Background: an optimization exercise with open tools, aiming at small area. Do not read the settings as production practice.
Function was checked by simulation only, so behaviour that the tests miss may differ from the original.
No run shown here takes its clock network from TritonCTS; it comes from the design's own scripts or RTL.
No driver is modelled on the clock port, so clock power and skew are understated where the tree is cut down; a real chip needs a root buffer or a tree.
No activity file was given, so power comes from the tool's default toggle rates.

**design/flow/config.mk**
```make
export PLATFORM = sky130hd
export DESIGN_NAME = uartBridgeTop
export DESIGN_NICKNAME = uartBridgeTop
export VERILOG_FILES = /design/flow/design.v
export SDC_FILE = /design/flow/constraint.sdc
export NUM_CORES = 4
export LEC_CHECK = 0
export CAP_MARGIN = 20
export CORE_MARGIN = 2
export CORE_UTILIZATION = 60
export PLACE_DENSITY = 0.75
export SLEW_MARGIN = 20
export CTS_ARGS = -sink_clustering_enable -repair_clock_nets -sink_clustering_size 20 -sink_clustering_max_diameter 35 -buf_list sky130_fd_sc_hd__clkbuf_8 -root_buf sky130_fd_sc_hd__clkbuf_16 -tree_buf sky130_fd_sc_hd__clkbuf_8 -sink_clustering_buffer sky130_fd_sc_hd__clkbuf_8 -dont_use_dummy_load
export POST_CTS_TCL = /design/flow/flow/regroup_inv.tcl
export LEAF_CAP = 40
export LEAF_HP = 120
export LEAF_INV = sky130_fd_sc_hd__inv_16
export MID_INV = sky130_fd_sc_hd__inv_12
export MID_N = 8
```
**design/flow/constraint.sdc**
```tcl
create_clock -name core_clock -period 10.0 [get_ports {sys_clk}]
set_input_delay 2.0000 -clock core_clock [delete_from_list [all_inputs] [get_ports {sys_clk}]]
set_output_delay 2.0000 -clock core_clock [all_outputs]
set_load 0.01 [all_outputs]
```
**design/flow/design.v**
```verilog
package uartBridge_pkg;
    typedef logic [22:0] memAddr_t;     
    typedef logic [15:0] memWord_t;     
    typedef struct packed {
        logic [7:0]  opcode;            
        logic        addrTop;           
        memAddr_t    addr;
        logic [15:0] pad;               
    } readFrame_s;
    typedef struct packed {
        logic [7:0]  opcode;            
        logic        addrTop;           
        memAddr_t    addr;
        memWord_t    data;              
    } writeFrame_s;
    typedef union packed {
        readFrame_s  rd;
        writeFrame_s wr;
    } cmdFrame_u;
endpackage
`timescale 1ns/1ps
module uartBridgeTop (
    input  logic sys_clk,
    input  logic arstN,
    input  logic uartRxLine,
    output logic uartTxLine,
    output logic cmdError
);
    localparam logic [7:0] CMD_CLEAR = 8'h2F;
    localparam logic [1:0] RX_IDLE  = 2'd0;
    localparam logic [1:0] RX_START = 2'd1;
    localparam logic [1:0] RX_DATA  = 2'd2;
    localparam logic [1:0] RX_STOP  = 2'd3;
    logic [1:0] syncReg;
    logic       rxSync;
    logic [1:0] rxState;
    logic [3:0] rxCnt;
    logic [2:0] rxBit;          
    logic       rxStrobe;       
    logic [7:0] rxByte;
    logic       rxRead;
    assign rxSync   = syncReg[1];
    assign rxRead   = (rxState == RX_DATA) && (rxCnt == 4'd0);
    assign rxStrobe = (rxState == RX_IDLE) && (rxCnt == 4'd0);
    always_ff @(posedge sys_clk or negedge arstN) begin
        if (!arstN) begin
            syncReg  <= 2'b11;
            rxState  <= RX_IDLE;
            rxCnt    <= 4'd9;
            rxBit    <= '0;
        end else begin
            syncReg  <= {syncReg[0], uartRxLine};
            rxCnt    <= (rxState == RX_IDLE) ? 4'd9 : rxCnt + 4'd1;
            if (rxRead)
                rxBit <= rxBit + 3'd1;
            case (rxState)
                RX_IDLE:  if (!rxSync) rxState <= RX_START;
                RX_START: if (rxCnt == 4'd0) rxState <= rxSync ? RX_IDLE : RX_DATA;
                RX_DATA:  if (rxRead && rxBit == 3'd7) rxState <= RX_STOP;
                default:  if (rxCnt == 4'd15) rxState <= RX_IDLE;
            endcase
        end
    end
    always_ff @(posedge sys_clk) begin
        if (rxRead)
            rxByte <= {rxSync, rxByte[7:1]};
    end
    logic [2:0]  byteCnt;
    logic        isW;           
    logic        isClear, isOpcode, lastByte;
    logic        rdDone;            
    logic        wrReady;           
    logic [6:0]  idx;               
    logic        wrHit;
    assign isClear  = (rxByte == CMD_CLEAR);
    assign isOpcode = (rxByte == 8'h52) || (rxByte == 8'h57);
    assign lastByte = (byteCnt == (isW ? 3'd5 : 3'd3));
    assign rdDone   = rxStrobe && !isClear && !isW && (byteCnt == 3'd3);
    always_ff @(posedge sys_clk or negedge arstN) begin
        if (!arstN) begin
            byteCnt  <= '0;
            cmdError <= 1'b0;
            isW      <= 1'b0;
        end else begin
            cmdError <= 1'b0;
            if (rxStrobe) begin
                if (isClear) begin
                    byteCnt <= '0;
                    isW     <= 1'b0;        
                end else if (byteCnt == 3'd0) begin
                    if (isOpcode) begin
                        byteCnt <= 3'd1;
                        isW     <= rxByte[0];
                    end else
                        cmdError <= 1'b1;
                end else if (lastByte) begin
                    byteCnt <= '0;
                end else begin
                    byteCnt <= byteCnt + 3'd1;
                end
            end
        end
    end
    always_ff @(posedge sys_clk) begin
        if (rxRead && rxBit == 3'd6 && byteCnt == 3'd3)
            idx <= {rxSync, rxByte[7:2]};
    end
    logic [15:0] ring [128];
    logic [6:0]  rot;
    logic        clr;           
    logic [15:0] txWord;
    always_ff @(posedge sys_clk or negedge arstN) begin
        if (!arstN) begin
            rot <= '0;
            clr <= 1'b1;
        end else begin
            rot <= rot - 7'd1;
            if (rot == 7'd1)
                clr <= 1'b0;
        end
    end
    logic e5, e6, e7;
    logic [1:0] tap4;
    assign e5   = (idx[4:0] == rot[4:0]);
    assign e6   = e5 && (idx[5] == rot[5]);
    assign e7   = e6 && (idx[6] == rot[6]);
    assign tap4 = idx[6:5] - rot[6:5];
    assign wrReady = isW && (byteCnt == 3'd0);
    assign wrHit   = wrReady && e7;
    always_ff @(posedge sys_clk) begin
        ring[0] <= clr ? 16'h0000 : ring[127];
        ring[1] <= wrHit ? txWord : ring[0];
        for (int p = 2; p < 128; p++)
            ring[p] <= ring[p-1];
    end
    always_ff @(posedge sys_clk) begin
        if (isW) begin
            if (rxStrobe && byteCnt == 3'd4)
                txWord[15:8] <= rxByte;
            if (rxStrobe && byteCnt == 3'd5)
                txWord[7:0] <= rxByte;
        end else begin
            if (e5)
                txWord[0] <= ring[{tap4, 5'd0}][0];
            if (e5 && !tap4[0])
                txWord[4:1] <= ring[{tap4[1], 6'd0}][4:1];
            if (e7)
                txWord[15:5] <= ring[0][15:5];
        end
    end
    localparam logic [1:0] TX_IDLE  = 2'd0;
    localparam logic [1:0] TX_START = 2'd1;
    localparam logic [1:0] TX_DATA  = 2'd2;
    localparam logic [1:0] TX_STOP  = 2'd3;
    logic [1:0] txState;
    logic [3:0] txCnt;
    logic [3:0] txPos;
    logic       bitEnd;
    assign bitEnd = (txCnt == 4'd15);
    always_ff @(posedge sys_clk)
        txCnt <= (txState == TX_IDLE) ? 4'd14 : txCnt + 4'd1;
    always_ff @(posedge sys_clk or negedge arstN) begin
        if (!arstN) begin
            txState    <= TX_IDLE;
            txPos      <= '0;
            uartTxLine <= 1'b1;
        end else begin
            case (txState)
                TX_IDLE: begin
                    if (rdDone)
                        txState <= TX_START;
                end
                TX_START: begin
                    if (bitEnd && uartTxLine)
                        uartTxLine <= 1'b0;
                    else if (bitEnd) begin
                        txState    <= TX_DATA;
                        txPos      <= txPos + 4'd1;
                        uartTxLine <= txWord[txPos];
                    end
                end
                TX_DATA: begin
                    if (bitEnd) begin
                        if (txPos[2:0] == 3'd0) begin
                            txState    <= TX_STOP;
                            uartTxLine <= 1'b1;
                        end else begin
                            txPos      <= txPos + 4'd1;
                            uartTxLine <= txWord[txPos];
                        end
                    end
                end
                default: begin
                    if (bitEnd) begin
                        if (!txPos[3])
                            txState <= TX_IDLE;
                        else begin
                            txState    <= TX_START;
                            uartTxLine <= 1'b0;
                        end
                    end
                end
            endcase
        end
    end
endmodule
```
**design/flow/flow/run.sh**
```bash
#!/bin/bash
# The standard layout (standard.sh: the standard synthesis through to the final layout),
# with two changes to the clock tree, both inside ORFS's CTS step:
#  - CTS adds no dummy balancing loads (-dont_use_dummy_load), with the buffers and sink
#    clustering given in flow/cts.env;
#  - a POST_CTS_TCL hook (flow/regroup_inv.tcl) regroups the registers' clock pins into
#    compact groups of up to LEAF_CAP, each driven by one inverter, fed by MID_N inverters
#    below CTS's root buffer, so every register still sees the clock's own polarity.
# ORFS writes each step's full log under orfs/logs; make's output goes to flow_make.log.
set -euo pipefail
source flow/cts.env
cat >> config.mk <<EOC
export CTS_ARGS = -sink_clustering_enable -repair_clock_nets -sink_clustering_size $CTS_SIZE -sink_clustering_max_diameter $CTS_DIAM -buf_list $CTS_BUF $CTS_EXTRA -dont_use_dummy_load
export POST_CTS_TCL = $PWD/flow/regroup_inv.tcl
export LEAF_CAP = $LEAF_CAP
export LEAF_HP = $LEAF_HP
export LEAF_INV = $LEAF_INV
export MID_INV = $MID_INV
export MID_N = $MID_N
EOC
bash standard.sh > flow_make.log 2>&1
```
**design/flow/flow/cts.env**
```
# Clock tree settings read by run.sh
CTS_SIZE=20
CTS_DIAM=35
CTS_BUF=sky130_fd_sc_hd__clkbuf_8
CTS_EXTRA="-root_buf sky130_fd_sc_hd__clkbuf_16 -tree_buf sky130_fd_sc_hd__clkbuf_8 -sink_clustering_buffer sky130_fd_sc_hd__clkbuf_8"
# Post-CTS regrouping (regroup_inv.tcl): register clock pins per leaf inverter, longest
# group half-perimeter in um, leaf and feeding cells, number of feeding cells
LEAF_CAP=40
LEAF_HP=120
LEAF_INV=sky130_fd_sc_hd__inv_16
MID_INV=sky130_fd_sc_hd__inv_12
MID_N=8
```
**design/flow/flow/regroup_inv.tcl**
```tcl
# Post-CTS hook (ORFS POST_CTS_TCL). CTS's sink clustering leaves many leaf clock buffers
# well below their load limit. This regroups the clock pins of all leaf buffers into compact
# groups of at most LEAF_CAP (recursive bisection of the pin positions, halving any group
# whose half-perimeter exceeds LEAF_HP um), drives each group from one of the leaf buffers
# moved to the group's centre, and removes the leaf buffers left over. With LEAF_INV set,
# the leaves regroup under MID_N of the cells that fed them, each moved to its leaves'
# centre, and both levels become inverters (LEAF_INV, MID_INV), so the registers keep the
# clock's polarity. Detailed placement then legalises; global routing's repair runs after.
set cap [expr {[info exists ::env(LEAF_CAP)] ? $::env(LEAF_CAP) : 22}]
set block [ord::get_db_block]

proc center {inst} {
  set bb [$inst getBBox]
  return [list [expr {([$bb xMin] + [$bb xMax]) / 2}] [expr {([$bb yMin] + [$bb yMax]) / 2}]]
}

set leaves {}
set sinks {}
foreach inst [$block getInsts] {
  if {![string match "clkbuf_leaf_*" [$inst getName]]} { continue }
  lappend leaves $inst
  set net [[$inst findITerm X] getNet]
  foreach it [$net getITerms] {
    if {[$it getInst] == $inst} { continue }
    lassign [center [$it getInst]] x y
    lappend sinks [list $x $y $it]
  }
}
set n [llength $sinks]
set k [expr {($n + $cap - 1) / $cap}]
puts "regroup_leaves: $n sinks on [llength $leaves] leaf buffers, $k groups of at most $cap"
if {$k > [llength $leaves]} {
  puts "regroup_leaves: not enough leaf buffers, nothing changed"
  return
}

# Split items into k groups of near-equal size along the longer side, recursively
proc bisect {items k} {
  if {$k <= 1} { return [list $items] }
  set xs {}; set ys {}
  foreach s $items { lappend xs [lindex $s 0]; lappend ys [lindex $s 1] }
  set xs [lsort -integer $xs]; set ys [lsort -integer $ys]
  set w [expr {[lindex $xs end] - [lindex $xs 0]}]
  set h [expr {[lindex $ys end] - [lindex $ys 0]}]
  set axis [expr {$w >= $h ? 0 : 1}]
  set sorted [lsort -integer -index $axis $items]
  set k1 [expr {$k / 2}]
  set cut [expr {int(round([llength $items] * double($k1) / $k))}]
  return [concat [bisect [lrange $sorted 0 [expr {$cut - 1}]] $k1] \
                 [bisect [lrange $sorted $cut end] [expr {$k - $k1}]]]
}
set groups [bisect $sinks $k]

# Halve groups that came out long (their wire slows the clock edge) while leaf buffers remain
set hpmax [expr {int(([info exists ::env(LEAF_HP)] ? $::env(LEAF_HP) : 70.0) * [$block getDefUnits])}]
proc hpwl {g} {
  set xs {}; set ys {}
  foreach s $g { lappend xs [lindex $s 0]; lappend ys [lindex $s 1] }
  set xs [lsort -integer $xs]; set ys [lsort -integer $ys]
  return [expr {[lindex $xs end] - [lindex $xs 0] + [lindex $ys end] - [lindex $ys 0]}]
}
set changed 1
while {$changed && [llength $groups] < [llength $leaves]} {
  set changed 0
  set worst -1; set wi -1
  for {set i 0} {$i < [llength $groups]} {incr i} {
    set h [hpwl [lindex $groups $i]]
    if {$h > $worst} { set worst $h; set wi $i }
  }
  if {$worst > $hpmax} {
    set groups [concat [lreplace $groups $wi $wi] [bisect [lindex $groups $wi] 2]]
    set changed 1
  }
}
puts "regroup_leaves: [llength $groups] groups, longest [expr {[hpwl [lindex [lsort -command {apply {{a b} {expr {[hpwl $b] - [hpwl $a]}}}} $groups] 0]] / double([$block getDefUnits])}] um"

# Each group takes the nearest unused leaf buffer, which moves to the group's centre
set used {}
set moved 0
foreach g $groups {
  set sx 0; set sy 0
  foreach s $g { incr sx [lindex $s 0]; incr sy [lindex $s 1] }
  set cx [expr {$sx / [llength $g]}]
  set cy [expr {$sy / [llength $g]}]
  set best ""; set bd 0
  foreach l $leaves {
    if {[lsearch -exact $used $l] >= 0} { continue }
    lassign [center $l] lx ly
    set d [expr {abs($lx - $cx) + abs($ly - $cy)}]
    if {$best eq "" || $d < $bd} { set best $l; set bd $d }
  }
  lappend used $best
  set net [[$best findITerm X] getNet]
  foreach s $g {
    set it [lindex $s 2]
    if {[$it getNet] != $net} {
      $it disconnect
      $it connect $net
    }
  }
  set bb [$best getBBox]
  set w [expr {[$bb xMax] - [$bb xMin]}]
  set h [expr {[$bb yMax] - [$bb yMin]}]
  $best setLocation [expr {$cx - $w / 2}] [expr {$cy - $h / 2}]
  $best setPlacementStatus PLACED
  incr moved
}

# Remove the leaf buffers that lost all their sinks
set removed 0
foreach l $leaves {
  if {[lsearch -exact $used $l] >= 0} { continue }
  set onet [[$l findITerm X] getNet]
  if {[llength [$onet getITerms]] > 1} { error "regroup_leaves: [$l getName] still drives sinks" }
  [$l findITerm A] disconnect
  [$l findITerm X] disconnect
  odb::dbInst_destroy $l
  odb::dbNet_destroy $onet
  incr removed
}
puts "regroup_leaves: moved $moved leaf buffers, removed $removed"
if {!([info exists ::env(LEAF_INV)] && $::env(LEAF_INV) ne "")} {
  detailed_placement
  check_placement -verbose
}

# Optionally drive each group from an inverter, and turn the buffers that feed the leaf
# inverters into inverters too, so every register still sees the clock's own polarity.
if {[info exists ::env(LEAF_INV)] && $::env(LEAF_INV) ne ""} {
  set db [ord::get_db]
  set leafm [$db findMaster $::env(LEAF_INV)]
  set midm [$db findMaster $::env(MID_INV)]
  proc replace_with {inst master} {
    set block [ord::get_db_block]
    set in [[$inst findITerm A] getNet]
    set out [[$inst findITerm X] getNet]
    set loc [$inst getLocation]
    set name [$inst getName]
    [$inst findITerm A] disconnect
    [$inst findITerm X] disconnect
    odb::dbInst_destroy $inst
    set ni [odb::dbInst_create $block $master $name]
    $ni setLocation [lindex $loc 0] [lindex $loc 1]
    $ni setPlacementStatus PLACED
    [$ni findITerm A] connect $in
    [$ni findITerm Y] connect $out
    return $ni
  }
  # parents: drivers of the leaf buffers' inputs; each must drive only leaf buffers
  set parents {}
  foreach l $used {
    set drv [[[$l findITerm A] getNet] getFirstOutput]
    set p [$drv getInst]
    if {[lsearch -exact $parents $p] < 0} { lappend parents $p }
  }
  foreach p $parents {
    foreach it [[[$p findITerm X] getNet] getITerms] {
      if {[$it getInst] == $p} { continue }
      if {![string match "clkbuf_leaf_*" [[$it getInst] getName]]} { error "regroup_inv: [$p getName] drives [[$it getInst] getName]" }
    }
  }
  # Optionally regroup the leaves among fewer feeding cells, each moved to its leaves' centre
  if {[info exists ::env(MID_N)] && $::env(MID_N) ne "" && $::env(MID_N) < [llength $parents]} {
    set root [[[[lindex $parents 0] findITerm A] getNet] getFirstOutput]
    foreach p $parents {
      if {[[[$p findITerm A] getNet] getFirstOutput] != $root} { error "regroup_inv: feeding cells have different drivers" }
    }
    set items {}
    foreach l $used { lassign [center $l] x y; lappend items [list $x $y $l] }
    set mgroups [bisect $items $::env(MID_N)]
    set mused {}
    foreach g $mgroups {
      set sx 0; set sy 0
      foreach s $g { incr sx [lindex $s 0]; incr sy [lindex $s 1] }
      set cx [expr {$sx / [llength $g]}]; set cy [expr {$sy / [llength $g]}]
      set best ""; set bd 0
      foreach p $parents {
        if {[lsearch -exact $mused $p] >= 0} { continue }
        lassign [center $p] px py
        set d [expr {abs($px - $cx) + abs($py - $cy)}]
        if {$best eq "" || $d < $bd} { set best $p; set bd $d }
      }
      lappend mused $best
      set net [[$best findITerm X] getNet]
      foreach s $g {
        set it [[lindex $s 2] findITerm A]
        if {[$it getNet] != $net} { $it disconnect; $it connect $net }
      }
      set bb [$best getBBox]
      $best setLocation [expr {$cx - ([$bb xMax] - [$bb xMin]) / 2}] [expr {$cy - ([$bb yMax] - [$bb yMin]) / 2}]
      $best setPlacementStatus PLACED
    }
    foreach p $parents {
      if {[lsearch -exact $mused $p] >= 0} { continue }
      set onet [[$p findITerm X] getNet]
      if {[llength [$onet getITerms]] > 1} { error "regroup_inv: [$p getName] still drives cells" }
      [$p findITerm A] disconnect
      [$p findITerm X] disconnect
      odb::dbInst_destroy $p
      odb::dbNet_destroy $onet
    }
    puts "regroup_inv: [llength $used] leaves regrouped under [llength $mused] of [llength $parents] feeding cells"
    set parents $mused
  }
  foreach l $used { replace_with $l $leafm }
  foreach p $parents { replace_with $p $midm }
  global_connect
  puts "regroup_inv: [llength $used] leaves as [$leafm getName], [llength $parents] feeding cells as [$midm getName]"
  detailed_placement
  check_placement -verbose
}
```
**design/flow/standard.sh**
```bash
#!/bin/bash
# synth_recipe.tcl (not shown) runs the flow's synth.tcl, then flattens the netlist and writes it again
# the make line also repeats each setting of config.mk as NAME=value (left out here)
make -C /OpenROAD-flow-scripts/flow DESIGN_CONFIG=/design/flow/config.mk WORK_HOME=/design/flow/orfs CLKGATE_MAP_FILE= SYNTH_SCRIPT=/design/flow/synth_recipe.tcl "${@:-finish}"
```
==> key figures, run 1 <==
Global route
  – GR peak layer: met2
  – GR Util All Layers: 0.140
  – Routing usage on met3: 0.0300
  – Initial antenna violation count: 1
  – Vias in the first global route: about 15000
  – First-pass GRT wire length: 83600 µm
  – Global Route met2 Usage: 0.212
  – Met1 Usage GRT: 0.202
  – GRT overflow: 0
  – Largest net degree at the start of global routing: 41

Clock tree
  – Clock latency on the worst-skew pair: 660 ps
  – Worst-path clk slew: 120 ps
  – CTS Sinks: ~2100

Finish
  – Area delta synth->final: 5.54%
  – Design Area, Final: between 40000 and 50000 µm²
  – Filler Cell Count: about 4700
  – NumNets Final: approximately 2500
  – Share of post-route cells with drive strength above 1: 0.0424

Timing
  – Final Max Slew Viols: 0
  – Setup TNS: 0 ps
  – Final worst path period need: ~3800 ps
  – Slew margin rel.: 0.375
  – Tcrit/Tclk final: 0.383
  – Clk_skew: between 50 and 60 ps
  – Setup violators final: 0
  – Hold Fails Final Rpt: 0
  – RSZ-0062 raised after global routing: false
  – Least-Margin Pin Slew: between 900 and 1000 ps
  – FMAX: around 0.26 GHz
  – Final hold slack: approximately 270 ps

Yosys
  – Mapped Area: 44600 µm²
  – Dominant synthesized flop cell: dfxtp_1
  – Yosys reg bits: approximately 2100
  – Ys async rst share: 0.0147
  – Seq/Total Area, Yosys: 0.960
  – Synth top area cells: dfxtp_1 92%, edfxtp_1 2.1%, dfrtp_1 1.4%
  – Post-synth EDFFs: 31
  – Synth warn: 2
  – Synth unique cells: 42
  – Cells after Synth: between 2000 and 2500
  – Dominant cell type by area after synthesis: dfxtp_1
  – Syn_area_per_cell: around 19 µm²
  – Post-Syn Nets: 2391
  – Top cell type's share of synthesized area: 0.922

Worst setup path
  – CP Launch Type: register
  – Largest stage delay on the critical path: between 500 and 600 ps
  – Setup crit end kind: output port
  – Worst reg-to-reg path cell count: 5
  – Worst setup path startpoint: uartTxLine
  – CP Cell Sequence: clkdlybuf4s50_1
  – Worst r2r src: rxCnt[1]
  – Arrival @ worst endpoint: around 1800 ps
  – Largest fanout on the critical path: 5
  – Critical path's slowest cell: dfstp_2
  – Worst setup path endpoint: uartTxLine
  – Worst R2R End: txWord[8]
  – WP data required: 8000 ps
  – CP Buf/Inv Count: 1
  – Flop2flop setup slack: between 7000 and 8000 ps
  – Levels on crit path: 1
  – Type of the worst setup path: reg -> out
  – Top cell family by delay on the critical path: flip-flops

Power and ir drop
  – Peak VDD IR: roughly 0.19 mV
  – Sw Ratio: 0.235
  – Pwr/cell area: 247 nW/µm²
  – Sequential power share: 0.730
  – Gate power share: 0.004
  – Clock Power Share: 0.266
  – Pleak: around 0.019 µW
  – Sw Pwr: about 2700 µW
  – Internal power: approximately 8900 µW

Placement
  – DP Wirelength: 26800 µm
  – DP Area: between 40000 and 50000 µm²
  – Routability cong.: approximately 0.75
  – Port bufs: 4

Route
  – Post-route ant nets: 0
  – Initial drt markers: approximately 580
  – DRT Pass-1 Iters: 4
  – Drc violations: 0
  – Detailed Route WL: 51900 µm
  – Routed vias: ~14000
  – Vias/cell: approximately 4.3
  – Wire per inst: between 15 and 20 µm

Die
  – Rows: 99
  – Starting Density: 0.609
  – Die area: about 76000 µm²
  – Die W: ~280 µm
  – Die height: 277 µm
  – I/O pin count: 5
  – Core box area: ~73000 µm²

Status
  – Status: timing/DRC/antenna clean

Job
  – # Max-Cap Violations: 0

Worst hold path
  – HP Class: reg -> reg
==> synthesized netlist by cell type (3+ instances only) <==
library cell and n:
nand4_1 3, edfxtp_1 31, nor2b_1 21, nor2_1 13
a31oi_1 3, nand2_1 24, dfxtp_1 2052, o21ai_0 32
dfstp_2 6, mux2_2 19, xnor2_1 11, mux2i_1 8
nand3_1 8, a21oi_1 6, mux4_2 4, and3_1 6
inv_1 30, or2_2 3, nand2b_1 3, dfrtp_1 25
ha_1 19, nand3b_1 3, xor2_1 8, clkbuf_1 6
nor3_1 5
==> area by class of cell, without the clock buffers <==
| type | instances | area (µm²) | area share |
|---|---|---|---|
| diodes | 1 | 2.50 | 0.0000532 |
| well taps | 959 | 1200 | 0.0255 |
| multi-input cells | 216 | 1630 | 0.0346 |
| inverters | 93 | 1340 | 0.0286 |
| flip-flops and latches | 2114 | 42800 | 0.910 |
| repair buffers | 5 | 47.5 | 0.00101 |
==> state kept, by name (all words and copies together), names as in the netlist <==
signal	cells
byteCnt	3
clr	1
cmdError	1
idx	7
isW	1
ring	2048
rot	7
rxBit	3
rxByte	8
rxCnt	4
rxState	2
syncReg	2
txCnt	4
txPos	4
txState	2
txWord	16
uartTxLine	1
==> cell usage in the layout (no fill, tap or decap), types with 2 or more instances in the layout <==
master and n:
dfxtp_1 2052, inv_16 55, o21ai_0 32, edfxtp_1 31, inv_1 30, dfrtp_1 25, nand2_1 24, nor2b_1 21
mux2_2 19, ha_1 19, nor2_1 13, xnor2_1 11, mux2i_1 8, xor2_1 8, nand3_1 8, inv_12 8
and3_1 6, a21oi_1 6, dfstp_2 6, nor3_1 5, mux4_2 4, clkdlybuf4s50_1 4, or2_2 3, nand4_1 3
a31oi_1 3, nand3b_1 3, nand2b_1 3, and4b_1 2
==> worst min-delay path by stage <==
stage / start / endpoint / slack [ps] / cells after the start
floorplan: ring[99][0] / ring[100][0] / 310 / 0
global placement: ring[89][15] / ring[90][15] / 310 / 0
detailed placement: ring[9][9] / ring[10][9] / 310 / 0
global route: ring[116][14] / ring[117][14] / 270 / 0
finish: ring[118][14] / ring[119][14] / 270 / 0
==> power by group through the flow <==
stage | registers [µW] | clock network, µW | logic, µW
after floorplan | 8660 | 0 | 32.3
after global placement | 8660 | 0 | 42.5
after detailed placement | 8660 | 0 | 47.7
after global routing | 8480 | 3450 | 54.5
final | 8480 | 3090 | 48.1
==> through the flow <==
step | power, µW | util | setup slack (ps) | cells
2_1_floorplan | 8690 | - | 7450 | 2369
3_3_place_gp | 8700 | 0.625 | 6890 | 3324
3_5_place_dp | 8710 | 0.625 | 6880 | 3324
5_1_grt | 12000 | 0.643 | 6100 | 3388
6_report | 11600 | 0.643 | 6170 | 3389
==> metal layers <==
layer | wire (µm) | up-vias
li1 | - | 7435
met1 | 26500 | 6786
met2 | 22500 | 113
met3 | 1500 | 85
met4 | 1330 | 0
met5 | 0 | -
==> cells by family (layout without fill, tap and decap cells) <==
family	count (synthesis)	in the layout	share of synthesized area
DFF	2114	2114	0.960
and+or+nand+nor	98	98	0.0121
AOI/OAI and AO/OA	47	47	0.00584
buffers and inverters	39	99	0.00351
muxes	31	31	0.00862
xor gates and xnor gates	21	21	0.00446
adders and majority gates	19	19	0.00533
other	0	1	0
==> run 2, diff against run 1 <==
--- a/design/flow/design.v
+++ b/design/flow/design.v
@@ -37,8 +37,8 @@
     logic [3:0] rxCnt;
     logic [2:0] rxBit;          
     logic       rxStrobe;       
-    logic [7:0] rxByte;
     logic       rxRead;
+    logic       mClr, mRd, mWr;     
     assign rxSync   = syncReg[1];
     assign rxRead   = (rxState == RX_DATA) && (rxCnt == 4'd0);
     assign rxStrobe = (rxState == RX_IDLE) && (rxCnt == 4'd0);
@@ -61,9 +61,14 @@
             endcase
         end
     end
-    always_ff @(posedge sys_clk) begin
-        if (rxRead)
-            rxByte <= {rxSync, rxByte[7:1]};
+    localparam logic [7:0] CMD_READ  = 8'h52;
+    localparam logic [7:0] CMD_WRITE = 8'h57;
+    always_ff @(posedge sys_clk) begin
+        if (rxRead) begin
+            mClr <= ((rxBit == 3'd0) || mClr) && (rxSync == CMD_CLEAR[rxBit]);
+            mRd  <= ((rxBit == 3'd0) || mRd)  && (rxSync == CMD_READ[rxBit]);
+            mWr  <= ((rxBit == 3'd0) || mWr)  && (rxSync == CMD_WRITE[rxBit]);
+        end
     end
     logic [2:0]  byteCnt;
     logic        isW;           
@@ -72,8 +77,8 @@
     logic        wrReady;           
     logic [6:0]  idx;               
     logic        wrHit;
-    assign isClear  = (rxByte == CMD_CLEAR);
-    assign isOpcode = (rxByte == 8'h52) || (rxByte == 8'h57);
+    assign isClear  = mClr;
+    assign isOpcode = mRd || mWr;
     assign lastByte = (byteCnt == (isW ? 3'd5 : 3'd3));
     assign rdDone   = rxStrobe && !isClear && !isW && (byteCnt == 3'd3);
     always_ff @(posedge sys_clk or negedge arstN) begin
@@ -90,7 +95,7 @@
                 end else if (byteCnt == 3'd0) begin
                     if (isOpcode) begin
                         byteCnt <= 3'd1;
-                        isW     <= rxByte[0];
+                        isW     <= mWr;
                     end else
                         cmdError <= 1'b1;
                 end else if (lastByte) begin
@@ -102,8 +107,8 @@
         end
     end
     always_ff @(posedge sys_clk) begin
-        if (rxRead && rxBit == 3'd6 && byteCnt == 3'd3)
-            idx <= {rxSync, rxByte[7:2]};
+        if (rxRead && rxBit != 3'd7 && byteCnt == 3'd3)
+            idx <= {rxSync, idx[6:1]};
     end
     logic [15:0] ring [128];
     logic [6:0]  rot;
@@ -129,16 +134,14 @@
     assign wrHit   = wrReady && e7;
     always_ff @(posedge sys_clk) begin
         ring[0] <= clr ? 16'h0000 : ring[127];
-        ring[1] <= wrHit ? txWord : ring[0];
+        ring[1] <= wrHit ? {txWord[7:0], txWord[15:8]} : ring[0];
         for (int p = 2; p < 128; p++)
             ring[p] <= ring[p-1];
     end
     always_ff @(posedge sys_clk) begin
         if (isW) begin
-            if (rxStrobe && byteCnt == 3'd4)
-                txWord[15:8] <= rxByte;
-            if (rxStrobe && byteCnt == 3'd5)
-                txWord[7:0] <= rxByte;
+            if (rxRead && (byteCnt == 3'd4 || byteCnt == 3'd5))
+                txWord <= {rxSync, txWord[15:1]};
         end else begin
             if (e5)
                 txWord[0] <= ring[{tap4, 5'd0}][0];
==> key figures, run 2 <==
Worst setup path
  – CP Launch Type: register
  – Top cell family by delay on the critical path: flip-flops
  – Arrival @ worst endpoint: between 1500 and 2000 ps
  – Largest fanout on the critical path: 3
  – Worst r2r src: isW
  – WP data required: 8000 ps
  – CP Buf/Inv Count: 1
  – Type of the worst setup path: reg -> out
  – Critical path's slowest cell: dfstp_2
  – Worst setup path startpoint: uartTxLine
  – Worst R2R End: ring[1][5]
  – Flop2flop setup slack: approximately 7500 ps
  – Largest stage delay on the critical path: between 500 and 600 ps
  – Setup crit end kind: output port
  – Worst reg-to-reg path cell count: 3
  – Worst setup path endpoint: uartTxLine
  – CP Cell Sequence: clkdlybuf4s50_1
  – Levels on crit path: 1

Timing
  – Setup TNS: 0 ps
  – Setup ws final: approximately 6300 ps
  – RSZ-0062 raised after global routing: false
  – Hold Fails Final Rpt: 0
  – Least-Margin Pin Slew: between 900 and 1000 ps
  – Slew margin rel.: 0.345
  – Clk_skew: roughly 52 ps
  – Final worst path period need: between 3000 and 4000 ps
  – Tcrit/Tclk final: 0.371
  – Setup violators final: 0
  – FMAX: 0.269 GHz
  – Final Max Slew Viols: 0

Placement
  – DP Area: 45700 µm²
  – Placed cells: 3309
  – DP Wirelength: approximately 25000 µm
  – Pre-CTS setup slack: 6940 ps
  – Port bufs: 4
  – Routability cong.: about 0.76

Global route
  – First-pass GRT wire length: 78400 µm
  – GR Util All Layers: 0.128
  – Vias in the first global route: roughly 15000
  – Initial antenna violation count: 2
  – Largest net degree at the start of global routing: 41
  – GRT overflow: 0

Power and ir drop
  – Power Total: between 10000 and 15000 µW
  – Pleak: around 0.019 µW
  – Pwr/cell area: roughly 250 nW/µm²
  – Peak VDD IR: 0.228 mV

Route
  – Vias/cell: roughly 4.2
  – Initial drt markers: around 650
  – Drc violations: 0
  – Wire per inst: between 10 and 15 µm
  – Detailed Route WL: 47900 µm
  – DRT Pass-1 Iters: 4
  – Post-route ant nets: 0
  – Routed vias: between 10000 and 15000

Yosys
  – Top cell type's share of synthesized area: 0.923
  – Seq/Total Area, Yosys: 0.958
  – Syn_area_per_cell: ~19 µm²
  – Top post-synthesis cells by count: 2052 x dfxtp_1, 30 x mux2_2, 26 x edfxtp_1
  – Synth warn: 2
  – Cells after Synth: around 2400
  – Mapped Area: roughly 45000 µm²
  – Dominant synthesized flop cell: dfxtp_1
  – Synth unique cells: 53
  – Most common cell in the netlist: dfxtp_1
  – Dominant cell type by area after synthesis: dfxtp_1
  – Yosys reg bits: roughly 2100
  – Post-Syn Nets: 2378
  – Post-synth EDFFs: 26
  – Synth top area cells: dfxtp_1 92%, edfxtp_1 1.8%, dfrtp_1 1.4%
  – Ys async rst share: 0.0147

Finish
  – Most frequent cells in the layout: 2052 x dfxtp_1, 54 x inv_16, 30 x mux2_2
  – Area delta synth->final: 5.50%
  – Filler Cell Count: approximately 4800
  – Share of post-route cells with drive strength above 1: 0.0477
  – Max FFs per register: around 2000
  – Reg with most FFs: ring
  – Multi-input gate area: 1750 µm²
  – NumNets Final: 2439
  – Finished Layout Cells: ~3400
  – Design Area, Final: 47000 µm²
  – Top flop regs: ring: 2048 flops, txWord: 16 flops
  – Most common cell after layout, fill and taps aside: dfxtp_1
  – Register Area: between 40000 and 50000 µm²
  – # diodes: 0

Clock tree
  – CTS Sinks: approximately 2100
  – Clock latency on the worst-skew pair: between 600 and 700 ps
  – Worst-path clk slew: 110 ps

Die
  – Die W: 276 µm
  – Die height: around 280 µm
  – Starting Density: 0.608
  – Die area: 76400 µm²
  – Rows: just under 100
  – Core box area: 73200 µm²
  – I/O pin count: 5

Job
  – # Max-Cap Violations: 0

Worst hold path
  – HP Class: reg -> reg
  – Worst hold start: ring[98][3]

Status
  – Status: timing/DRC/antenna clean
## run 2: routing by layer
layer | global-route usage | share of wire | vias up
met5 | 0 | 0 | -
met4 | 0.0432 | 0.024 | 0
met3 | 0.0257 | 0.031 | 70
met2 | 0.188 | 0.42 | 127
met1 | 0.192 | 0.53 | 6660
li1 | - | - | 7400
## run 2: logic make-up (layout without fill, tap and decap cells)
| logic type | after synthesis | count (layout) | synth area share |
|---|---|---|---|
| xor gates and xnor gates | 21 | 21 | 0.00447 |
| buffers and inverters | 33 | 92 | 0.00306 |
| and+or+nand+nor | 87 | 87 | 0.0109 |
| muxes | 43 | 43 | 0.0120 |
| DFF | 2109 | 2109 | 0.958 |
| AOI/OAI and AO/OA | 40 | 40 | 0.00571 |
| adders and majority gates | 21 | 21 | 0.00590 |
## run 2: cell type report, without the clock buffers
cell class	count	area share
well taps	959	0.0255
repair buffers	5	0.00101
flip-flops and latches	2109	0.908
inverters	86	0.0277
multi-input cells	212	0.0372
## run 2: worst min path at each step
stage | cells after the start | slack (ps) | endpoint
floorplan | 0 | 310 | ring[100][0]
global placement | 0 | 310 | ring[64][2]
detailed placement | 0 | 310 | ring[102][8]
global route | 0 | 310 | ring[88][4]
finish | 0 | 300 | ring[99][3]
## run 2: report_power, final
part           leakage [µW]  internal [µW]  total [µW]  switching, µW
logic              0.000893           36.7        73.0           36.2
clock network      0.000599            406        3050           2650
registers            0.0171           8440        8480           32.0
## run 2: per-stage QoR
| step | util | hold WS (ps) |
|---|---|---|
| 2_1_floorplan | - | 310 |
| 3_3_place_gp | 0.625 | 311 |
| 3_5_place_dp | 0.625 | 312 |
| 5_1_grt | 0.642 | 311 |
| 6_report | 0.642 | 301 |

==> separate check: timing with driven ports <==
In the flow no input, the clock included, has a driving cell. The finished layouts below were timed again as built, in two steps.
Step 1: set_driving_cell puts a clkbuf_16 on sys_clk and a buf_2 on each other input, an assumption about the parent block.
Step 2 times the ports against the registers' clock, not the clock port: input delays grow and output delays shrink by t, the midpoint of the rising clock arrivals with the driver on.
a / b / c = ideal ports / drivers / drivers and shift; a / b = the first two.
run	shift t [ns]	setup slack, ns	worst register clock-pin slew, ns
run 1	0.694	6.173 / 6.113 / 6.807	0.12 / 0.12
run 2	0.705	6.289 / 6.229 / 6.934	0.12 / 0.12
After both steps setup and hold are still met in every run listed.
